Source: an optimization exercise on an open RTL-to-GDS flow (aim: small area). Production flows keep margins and buffers that such runs may drop.
Function was checked by simulation only, so behaviour that the tests miss may differ from the original.

==> ember: inputs <==
// speech_fe_top
module speech_fe_top (
    input  logic                        clk,
    input  logic                        rst_n,
    input  logic                        in_valid,
    input  logic [$clog2(4)+15:0] in_data,
    output logic                        out_valid,
    output logic [$clog2(4)+$clog2(32)+16:0] out_data,
    output logic [4-1:0]     overrun
);
==> flow/config.mk <==
export PLATFORM = sky130hd
export DESIGN_NAME = speech_fe_top
export DESIGN_NICKNAME = speech_fe_top
export VERILOG_FILES = /design/flow/design.v
export SDC_FILE = /design/flow/constraint.sdc
export NUM_CORES = 4
export LEC_CHECK = 0
export CAP_MARGIN = 20
export CORE_MARGIN = 2
export CORE_UTILIZATION = 50
export CTS_CLUSTER_DIAMETER = 100
export CTS_CLUSTER_SIZE = 30
export PLACE_DENSITY = 0.62
export SLEW_MARGIN = 20
==> flow/constraint.sdc <==
create_clock -name core_clock -period 12.5 [get_ports {clk}]
set_input_delay 2.5000 -clock core_clock [delete_from_list [all_inputs] [get_ports {clk}]]
set_output_delay 2.5000 -clock core_clock [all_outputs]
set_load 0.01 [all_outputs]
run.sh (not shown) runs the stock make flow with config.mk's settings and CLKGATE_MAP_FILE= SYNTH_SCRIPT=/design/flow/synth_recipe.tcl, a recipe that flattens the netlist after the stock synthesis.
==> garnet (differences from ember) <==
--- a/flow/design.v
+++ b/flow/design.v
@@ -80,28 +80,24 @@
 `default_nettype none
 module frame_lane (
     input  logic                clk,
     input  logic                rst_n,
     input  logic                wr,
     input  logic signed [15:0]  wr_y,
     input  logic                rd_busy,      
     input  logic                grant,        
-    input  logic                rd_sel,       
-    input  logic [4:0]          rd_k,         
-    output logic [15:0]         rd_y,         
+    output logic [1023:0]       ring_q,       
+    output logic [1:0]          base_blk,     
     output logic                prev_valid,   
     output logic                frame_ready,
     output logic                overrun
 );
     logic [15:0] ring [0:63];
-    logic [5:0]  rd_addr;
-    logic [15:0] rd_terms [0:63];
     logic [5:0] wr_ptr;
-    logic [1:0] base_blk;
     logic       first_done;
     logic       frame_done;
     logic       accept;
     assign frame_done = wr && (wr_ptr[3:0] == 4'hF) && (first_done || wr_ptr[4]);
     assign accept     = frame_done && !frame_ready && !rd_busy;
     assign prev_valid = (wr_ptr != '0) || first_done;
     always_ff @(posedge clk or negedge rst_n) begin
         if (!rst_n) begin
@@ -115,17 +111,17 @@
         end
     end
     for (genvar e = 0; e < 64; e++) begin : g_ent
         always_ff @(posedge clk) begin
             if (wr && (wr_ptr == 6'(e))) begin
                 ring[e] <= wr_y;
             end
         end
-        assign rd_terms[e] = ring[e] & {16{rd_sel && (rd_addr == 6'(e))}};
+        assign ring_q[e*16 +: 16] = ring[e];
     end
     always_ff @(posedge clk) begin
         if (accept) begin
             base_blk <= wr_ptr[5:4] - 2'd1;
         end
     end
     always_ff @(posedge clk or negedge rst_n) begin
         if (!rst_n) begin
@@ -137,51 +133,46 @@
             end else if (grant) begin
                 frame_ready <= 1'b0;
             end
             if (frame_done && (frame_ready || rd_busy)) begin
                 overrun <= 1'b1;
             end
         end
     end
-    assign rd_addr = {base_blk + {1'b0, rd_k[4]}, rd_k[3:0]};
-    always_comb begin
-        rd_y = '0;
-        for (int e = 0; e < 64; e++) begin
-            rd_y = rd_y | rd_terms[e];
-        end
-    end
 endmodule
 `default_nettype wire
 `default_nettype none
 module frame_arbiter #(
     localparam int N     = 4,
     localparam int CH_W  = $clog2(4),
     localparam int IDX_W = $clog2(32)
 ) (
     input  logic                    clk,
     input  logic                    rst_n,
     input  logic [N-1:0]            frame_ready,
     output logic [N-1:0]            grant,
     output logic [N-1:0]            rd_busy,
-    output logic [N-1:0]            rd_sel,
-    output logic [IDX_W-1:0]        rd_k,
-    input  logic [N*16-1:0]         rd_y,
+    input  logic [N*1024-1:0]       ring_q,      
+    input  logic [N*2-1:0]          base_blk,
     output logic                    out_valid,
     output logic [CH_W+IDX_W+16:0]  out_data
 );
     logic                   g;           
     logic                   rd_valid;    
     logic [CH_W-1:0]        cur;
     logic [IDX_W-1:0]       cnt;         
     logic [CH_W-1:0]        pick;
     logic                   found;
     logic                   busy;
     logic                   start;
     logic [15:0]            ysel;
+    logic [IDX_W-1:0]       rd_k;
+    logic [7:0]             rd_addr;
+    logic [255:0]           rd_sel;
     logic signed [15:0]     yreg;
     logic [15:0]            prod;
     logic [15:0]            osample;
     always_comb begin
         pick  = cur;
         found = 1'b0;
         for (int i = 1; i <= N; i++) begin
             if (!found && frame_ready[CH_W'(int'(cur) + i)]) begin
@@ -216,30 +207,64 @@
             cnt <= IDX_W'(32 - 1);
         end else if (busy) begin
             cnt <= cnt + 1'b1;
         end
     end
     for (genvar i = 0; i < N; i++) begin : g_sel
         assign grant[i]   = g && (cur == CH_W'(i));
         assign rd_busy[i] = rd_valid && (cur == CH_W'(i));
-        assign rd_sel[i]  = (cur == CH_W'(i));
     end
     assign rd_k = cnt + 1'b1;
     win_mul u_mul (
         .k (cnt),
         .y (yreg),
         .o (prod)
     );
-    always_comb begin
-        ysel = '0;
-        for (int i = 0; i < N; i++) begin
-            ysel = ysel | rd_y[i*16 +: 16];
+    assign rd_addr = {cur, base_blk[cur*2 +: 2] + {1'b0, rd_k[4]}, rd_k[3:0]};
+    for (genvar e = 0; e < 256; e++) begin : g_rdsel
+        assign rd_sel[e] = (rd_addr == 8'(e));
+    end
+    logic [15:0] or0 [0:85];
+    logic [15:0] or1 [0:21];
+    logic [15:0] or2 [0:5];
+    logic [15:0] or3 [0:1];
+    for (genvar q = 0; q < 86; q++) begin : g_or0
+        always_comb begin
+            or0[q] = '0;
+            for (int j = 0; j < 3; j++) begin
+                if (3*q + j < 256) begin
+                    or0[q] = or0[q] | (ring_q[(3*q+j)*16 +: 16] & {16{rd_sel[3*q+j]}});
+                end
+            end
+        end
+    end
+    for (genvar q = 0; q < 22; q++) begin : g_or1
+        always_comb begin
+            or1[q] = '0;
+            for (int j = 0; j < 4; j++) begin
+                if (4*q + j < 86) begin
+                    or1[q] = or1[q] | or0[4*q+j];
+                end
+            end
+        end
+    end
+    for (genvar q = 0; q < 6; q++) begin : g_or2
+        always_comb begin
+            or2[q] = '0;
+            for (int j = 0; j < 4; j++) begin
+                if (4*q + j < 22) begin
+                    or2[q] = or2[q] | or1[4*q+j];
+                end
+            end
         end
     end
+    assign or3[0] = or2[0] | or2[1] | or2[2] | or2[3];
+    assign or3[1] = or2[4] | or2[5];
+    assign ysel   = or3[0] | or3[1];
     always_ff @(posedge clk) begin
         yreg    <= ysel;
         osample <= prod;
     end
     assign out_data = {cur, cnt - 1'b1, cnt == '0, osample};
 endmodule
 module win_mul (
     input  logic [4:0]  k,
@@ -795,19 +820,18 @@
     logic                 wr_valid;
     logic [CH_W-1:0]      wr_chan;
     logic signed [15:0]   wr_sample;
     logic [N-1:0]         lane_wr;
     logic [N-1:0]         frame_ready;
     logic [N-1:0]         prev_valid;
     logic [N-1:0]         grant;
     logic [N-1:0]         rd_busy;
-    logic [N-1:0]         rd_sel;
-    logic [IDX_W-1:0]     rd_k;
-    logic [N*16-1:0]      rd_y;
+    logic [N*1024-1:0]    ring_q;
+    logic [N*2-1:0]       base_blk;
     logic signed [15:0]   prev [0:N-1];
     logic signed [15:0]   xp;
     logic signed [15:0]   pe_out;
     sample_router u_router (
         .clk       (clk),
         .rst_n     (rst_n),
         .in_valid  (in_valid),
         .in_data   (in_data),
@@ -831,34 +855,32 @@
     );
     for (genvar i = 0; i < N; i++) begin : g_lane
         frame_lane u_lane (
             .clk         (clk),
             .rst_n       (rst_n),
             .wr          (lane_wr[i]),
             .wr_y        (pe_out),
             .rd_busy     (rd_busy[i]),
-            .rd_sel      (rd_sel[i]),
             .grant       (grant[i]),
-            .rd_k        (rd_k),
-            .rd_y        (rd_y[i*16 +: 16]),
+            .ring_q      (ring_q[i*1024 +: 1024]),
+            .base_blk    (base_blk[i*2 +: 2]),
             .prev_valid  (prev_valid[i]),
             .frame_ready (frame_ready[i]),
             .overrun     (overrun[i])
         );
     end
     frame_arbiter u_arbiter (
         .clk         (clk),
         .rst_n       (rst_n),
         .frame_ready (frame_ready),
         .grant       (grant),
         .rd_busy     (rd_busy),
-        .rd_sel      (rd_sel),
-        .rd_k        (rd_k),
-        .rd_y        (rd_y),
+        .ring_q      (ring_q),
+        .base_blk    (base_blk),
         .out_valid   (out_valid),
         .out_data    (out_data)
     );
 endmodule
 module pre_emph (
     input  logic [15:0] x,
     input  logic [15:0] xp,
     output logic [15:0] y
==> flow/flow/run.sh (new file) <==
#!/bin/bash
# Own layout flow: the standard layout (standard.sh) with two changes.
#  1. Synthesis maps the logic with an area-recovering ABC script
#     (flow/abc.script: &dch then &nf with area recovery, no buffering or
#     sizing; placement repairs fanout and slew as usual). Only the ABC
#     script differs: the rest of synthesis, and so the registers and their
#     names, are the standard ones.
#  2. Clock tree synthesis uses larger sink clusters (fewer leaf buffers).
#     If an attempt fails, the next one is tried with default clustering.
# Each attempt's make output goes to flow_<attempt>_<step>.log here; ORFS's
# own per-step logs stay under orfs/logs (failed attempts under orfs_<attempt>).
set -uo pipefail
here=$(pwd)

rm -rf "$here/abc_scripts"
cp -r "$FLOW_HOME/scripts" "$here/abc_scripts"
cp "$here/flow/abc.script" "$here/abc_scripts/abc_speed.script"

attempt() {
  local name=$1; shift
  rm -rf "$here/orfs"
  if bash "$here/standard.sh" SCRIPTS_DIR="$here/abc_scripts" synth \
       > "$here/flow_${name}_synth.log" 2>&1 &&
     bash "$here/standard.sh" "$@" finish \
       > "$here/flow_${name}_finish.log" 2>&1 &&
     [[ -s "$here/out/final.def" ]]; then
    return 0
  fi
  mv "$here/orfs" "$here/orfs_${name}" 2>/dev/null
  rm -f "$here/out/final.def"
  return 1
}

attempt a CTS_CLUSTER_SIZE=30 CTS_CLUSTER_DIAMETER=100 ||
  attempt b CTS_CLUSTER_SIZE=24 CTS_CLUSTER_DIAMETER=80 ||
  attempt c
==> flow/flow/abc.script (new file) <==
&get -n
&st
&dch
&nf -R 1000
&put
==> flow/standard.sh (new file) <==
#!/bin/bash
# synth_recipe.tcl (not shown) runs the flow's synth.tcl, then flattens the netlist and writes it again
# the make line also repeats each setting of config.mk as NAME=value (left out here)
make -C /OpenROAD-flow-scripts/flow DESIGN_CONFIG=/design/flow/config.mk WORK_HOME=/design/flow/orfs CLKGATE_MAP_FILE= SYNTH_SCRIPT=/design/flow/synth_recipe.tcl "${@:-finish}"
Settings changed: CORE_UTILIZATION 50 to 56, CTS_CLUSTER_DIAMETER 100 to unset, CTS_CLUSTER_SIZE 30 to unset, PLACE_DENSITY 0.62 to 0.68, SYNTH_HIERARCHICAL set to 1.
removed: flow/run.sh
==> cedar (differences from ember) <==
--- a/flow/design.v
+++ b/flow/design.v
@@ -80,28 +80,24 @@
 `default_nettype none
 module frame_lane (
     input  logic                clk,
     input  logic                rst_n,
     input  logic                wr,
     input  logic signed [15:0]  wr_y,
     input  logic                rd_busy,      
     input  logic                grant,        
-    input  logic                rd_sel,       
-    input  logic [4:0]          rd_k,         
-    output logic [15:0]         rd_y,         
+    output logic [1023:0]       ring_q,       
+    output logic [1:0]          base_blk,     
     output logic                prev_valid,   
     output logic                frame_ready,
     output logic                overrun
 );
     logic [15:0] ring [0:63];
-    logic [5:0]  rd_addr;
-    logic [15:0] rd_terms [0:63];
     logic [5:0] wr_ptr;
-    logic [1:0] base_blk;
     logic       first_done;
     logic       frame_done;
     logic       accept;
     assign frame_done = wr && (wr_ptr[3:0] == 4'hF) && (first_done || wr_ptr[4]);
     assign accept     = frame_done && !frame_ready && !rd_busy;
     assign prev_valid = (wr_ptr != '0) || first_done;
     always_ff @(posedge clk or negedge rst_n) begin
         if (!rst_n) begin
@@ -115,17 +111,17 @@
         end
     end
     for (genvar e = 0; e < 64; e++) begin : g_ent
         always_ff @(posedge clk) begin
             if (wr && (wr_ptr == 6'(e))) begin
                 ring[e] <= wr_y;
             end
         end
-        assign rd_terms[e] = ring[e] & {16{rd_sel && (rd_addr == 6'(e))}};
+        assign ring_q[e*16 +: 16] = ring[e];
     end
     always_ff @(posedge clk) begin
         if (accept) begin
             base_blk <= wr_ptr[5:4] - 2'd1;
         end
     end
     always_ff @(posedge clk or negedge rst_n) begin
         if (!rst_n) begin
@@ -137,51 +133,46 @@
             end else if (grant) begin
                 frame_ready <= 1'b0;
             end
             if (frame_done && (frame_ready || rd_busy)) begin
                 overrun <= 1'b1;
             end
         end
     end
-    assign rd_addr = {base_blk + {1'b0, rd_k[4]}, rd_k[3:0]};
-    always_comb begin
-        rd_y = '0;
-        for (int e = 0; e < 64; e++) begin
-            rd_y = rd_y | rd_terms[e];
-        end
-    end
 endmodule
 `default_nettype wire
 `default_nettype none
 module frame_arbiter #(
     localparam int N     = 4,
     localparam int CH_W  = $clog2(4),
     localparam int IDX_W = $clog2(32)
 ) (
     input  logic                    clk,
     input  logic                    rst_n,
     input  logic [N-1:0]            frame_ready,
     output logic [N-1:0]            grant,
     output logic [N-1:0]            rd_busy,
-    output logic [N-1:0]            rd_sel,
-    output logic [IDX_W-1:0]        rd_k,
-    input  logic [N*16-1:0]         rd_y,
+    input  logic [N*1024-1:0]       ring_q,      
+    input  logic [N*2-1:0]          base_blk,
     output logic                    out_valid,
     output logic [CH_W+IDX_W+16:0]  out_data
 );
     logic                   g;           
     logic                   rd_valid;    
     logic [CH_W-1:0]        cur;
     logic [IDX_W-1:0]       cnt;         
     logic [CH_W-1:0]        pick;
     logic                   found;
     logic                   busy;
     logic                   start;
     logic [15:0]            ysel;
+    logic [IDX_W-1:0]       rd_k;
+    logic [7:0]             rd_addr;
+    logic [255:0]           rd_sel;
     logic signed [15:0]     yreg;
     logic [15:0]            prod;
     logic [15:0]            osample;
     always_comb begin
         pick  = cur;
         found = 1'b0;
         for (int i = 1; i <= N; i++) begin
             if (!found && frame_ready[CH_W'(int'(cur) + i)]) begin
@@ -216,30 +207,64 @@
             cnt <= IDX_W'(32 - 1);
         end else if (busy) begin
             cnt <= cnt + 1'b1;
         end
     end
     for (genvar i = 0; i < N; i++) begin : g_sel
         assign grant[i]   = g && (cur == CH_W'(i));
         assign rd_busy[i] = rd_valid && (cur == CH_W'(i));
-        assign rd_sel[i]  = (cur == CH_W'(i));
     end
     assign rd_k = cnt + 1'b1;
     win_mul u_mul (
         .k (cnt),
         .y (yreg),
         .o (prod)
     );
-    always_comb begin
-        ysel = '0;
-        for (int i = 0; i < N; i++) begin
-            ysel = ysel | rd_y[i*16 +: 16];
+    assign rd_addr = {cur, base_blk[cur*2 +: 2] + {1'b0, rd_k[4]}, rd_k[3:0]};
+    for (genvar e = 0; e < 256; e++) begin : g_rdsel
+        assign rd_sel[e] = (rd_addr == 8'(e));
+    end
+    logic [15:0] or0 [0:85];
+    logic [15:0] or1 [0:21];
+    logic [15:0] or2 [0:5];
+    logic [15:0] or3 [0:1];
+    for (genvar q = 0; q < 86; q++) begin : g_or0
+        always_comb begin
+            or0[q] = '0;
+            for (int j = 0; j < 3; j++) begin
+                if (3*q + j < 256) begin
+                    or0[q] = or0[q] | (ring_q[(3*q+j)*16 +: 16] & {16{rd_sel[3*q+j]}});
+                end
+            end
+        end
+    end
+    for (genvar q = 0; q < 22; q++) begin : g_or1
+        always_comb begin
+            or1[q] = '0;
+            for (int j = 0; j < 4; j++) begin
+                if (4*q + j < 86) begin
+                    or1[q] = or1[q] | or0[4*q+j];
+                end
+            end
+        end
+    end
+    for (genvar q = 0; q < 6; q++) begin : g_or2
+        always_comb begin
+            or2[q] = '0;
+            for (int j = 0; j < 4; j++) begin
+                if (4*q + j < 22) begin
+                    or2[q] = or2[q] | or1[4*q+j];
+                end
+            end
         end
     end
+    assign or3[0] = or2[0] | or2[1] | or2[2] | or2[3];
+    assign or3[1] = or2[4] | or2[5];
+    assign ysel   = or3[0] | or3[1];
     always_ff @(posedge clk) begin
         yreg    <= ysel;
         osample <= prod;
     end
     assign out_data = {cur, cnt - 1'b1, cnt == '0, osample};
 endmodule
 module win_mul (
     input  logic [4:0]  k,
@@ -795,19 +820,18 @@
     logic                 wr_valid;
     logic [CH_W-1:0]      wr_chan;
     logic signed [15:0]   wr_sample;
     logic [N-1:0]         lane_wr;
     logic [N-1:0]         frame_ready;
     logic [N-1:0]         prev_valid;
     logic [N-1:0]         grant;
     logic [N-1:0]         rd_busy;
-    logic [N-1:0]         rd_sel;
-    logic [IDX_W-1:0]     rd_k;
-    logic [N*16-1:0]      rd_y;
+    logic [N*1024-1:0]    ring_q;
+    logic [N*2-1:0]       base_blk;
     logic signed [15:0]   prev [0:N-1];
     logic signed [15:0]   xp;
     logic signed [15:0]   pe_out;
     sample_router u_router (
         .clk       (clk),
         .rst_n     (rst_n),
         .in_valid  (in_valid),
         .in_data   (in_data),
@@ -831,34 +855,32 @@
     );
     for (genvar i = 0; i < N; i++) begin : g_lane
         frame_lane u_lane (
             .clk         (clk),
             .rst_n       (rst_n),
             .wr          (lane_wr[i]),
             .wr_y        (pe_out),
             .rd_busy     (rd_busy[i]),
-            .rd_sel      (rd_sel[i]),
             .grant       (grant[i]),
-            .rd_k        (rd_k),
-            .rd_y        (rd_y[i*16 +: 16]),
+            .ring_q      (ring_q[i*1024 +: 1024]),
+            .base_blk    (base_blk[i*2 +: 2]),
             .prev_valid  (prev_valid[i]),
             .frame_ready (frame_ready[i]),
             .overrun     (overrun[i])
         );
     end
     frame_arbiter u_arbiter (
         .clk         (clk),
         .rst_n       (rst_n),
         .frame_ready (frame_ready),
         .grant       (grant),
         .rd_busy     (rd_busy),
-        .rd_sel      (rd_sel),
-        .rd_k        (rd_k),
-        .rd_y        (rd_y),
+        .ring_q      (ring_q),
+        .base_blk    (base_blk),
         .out_valid   (out_valid),
         .out_data    (out_data)
     );
 endmodule
 module pre_emph (
     input  logic [15:0] x,
     input  logic [15:0] xp,
     output logic [15:0] y
==> flow/flow/run.sh (new file) <==
#!/bin/bash
# Own layout flow: the standard layout (standard.sh) with two changes.
#  1. Synthesis maps the logic with an area-recovering ABC script
#     (flow/abc.script: &dch then &nf with area recovery, no buffering or
#     sizing; placement repairs fanout and slew as usual). Only the ABC
#     script differs: the rest of synthesis, and so the registers and their
#     names, are the standard ones.
#  2. Clock tree synthesis uses larger sink clusters (fewer leaf buffers).
#     If an attempt fails, the next one is tried with default clustering.
# Each attempt's make output goes to flow_<attempt>_<step>.log here; ORFS's
# own per-step logs stay under orfs/logs (failed attempts under orfs_<attempt>).
set -uo pipefail
here=$(pwd)

rm -rf "$here/abc_scripts"
cp -r "$FLOW_HOME/scripts" "$here/abc_scripts"
cp "$here/flow/abc.script" "$here/abc_scripts/abc_speed.script"

attempt() {
  local name=$1; shift
  rm -rf "$here/orfs"
  if bash "$here/standard.sh" SCRIPTS_DIR="$here/abc_scripts" synth \
       > "$here/flow_${name}_synth.log" 2>&1 &&
     bash "$here/standard.sh" "$@" finish \
       > "$here/flow_${name}_finish.log" 2>&1 &&
     [[ -s "$here/out/final.def" ]]; then
    return 0
  fi
  mv "$here/orfs" "$here/orfs_${name}" 2>/dev/null
  rm -f "$here/out/final.def"
  return 1
}

attempt a CTS_CLUSTER_SIZE=30 CTS_CLUSTER_DIAMETER=100 ||
  attempt b CTS_CLUSTER_SIZE=24 CTS_CLUSTER_DIAMETER=80 ||
  attempt c
==> flow/flow/abc.script (new file) <==
&get -n
&st
&dch
&nf -R 1000
&put
==> flow/standard.sh (new file) <==
#!/bin/bash
# synth_recipe.tcl (not shown) runs the flow's synth.tcl, then flattens the netlist and writes it again
# the make line also repeats each setting of config.mk as NAME=value (left out here)
make -C /OpenROAD-flow-scripts/flow DESIGN_CONFIG=/design/flow/config.mk WORK_HOME=/design/flow/orfs CLKGATE_MAP_FILE= SYNTH_SCRIPT=/design/flow/synth_recipe.tcl "${@:-finish}"
Settings changed: CTS_CLUSTER_DIAMETER 100 to unset, CTS_CLUSTER_SIZE 30 to unset, SYNTH_HIERARCHICAL set to 1.
removed: flow/run.sh
==> notes <==
cedar ran to the end with no violations. ember did not get past 5_1_grt, error GRT-0228. garnet passed the timing, DRC and antenna checks.
Between ember and cedar, the lower synthesized area is in cedar (gap 4.5%, measured against cedar).
Between garnet and cedar, the lower final cell count is in garnet (gap about 3.3%, measured against cedar).
Between garnet and cedar, the lower setup slack is in garnet (gap 0.020 ns).
Of garnet and cedar, garnet has the higher utilization (gap 6.5 points).
In cedar the non-clock buffer count is higher than in garnet, by 21.
Via count: garnet is larger than cedar (about 0.45%).
Against garnet, the worst hold slack of cedar is worse by 0.0018 ns.
Sequential cell count is the same in cedar and garnet.

## re-timing with driven ports
Ports are ideal in the flow. The routed layouts listed here were re-timed in OpenROAD.
Step 1, drivers: a clkbuf_16 drives clk and a buf_2 each remaining input, both assumed.
Step 2 also shifts input and output timing later by t, the mid clock arrival at the registers, as if the neighbouring blocks saw the same clock.
Slacks: no drivers / after step 1 / after step 2; pairs: no drivers / after step 1.
run | t, ns | slack for setup (ns) | cell pins on the clock port's net
garnet | 0.990 | 3.356 / 3.356 / 3.356 | 1
cedar | 1.018 | 3.376 / 3.376 / 3.376 | 1
After both steps every run listed still meets setup and hold.
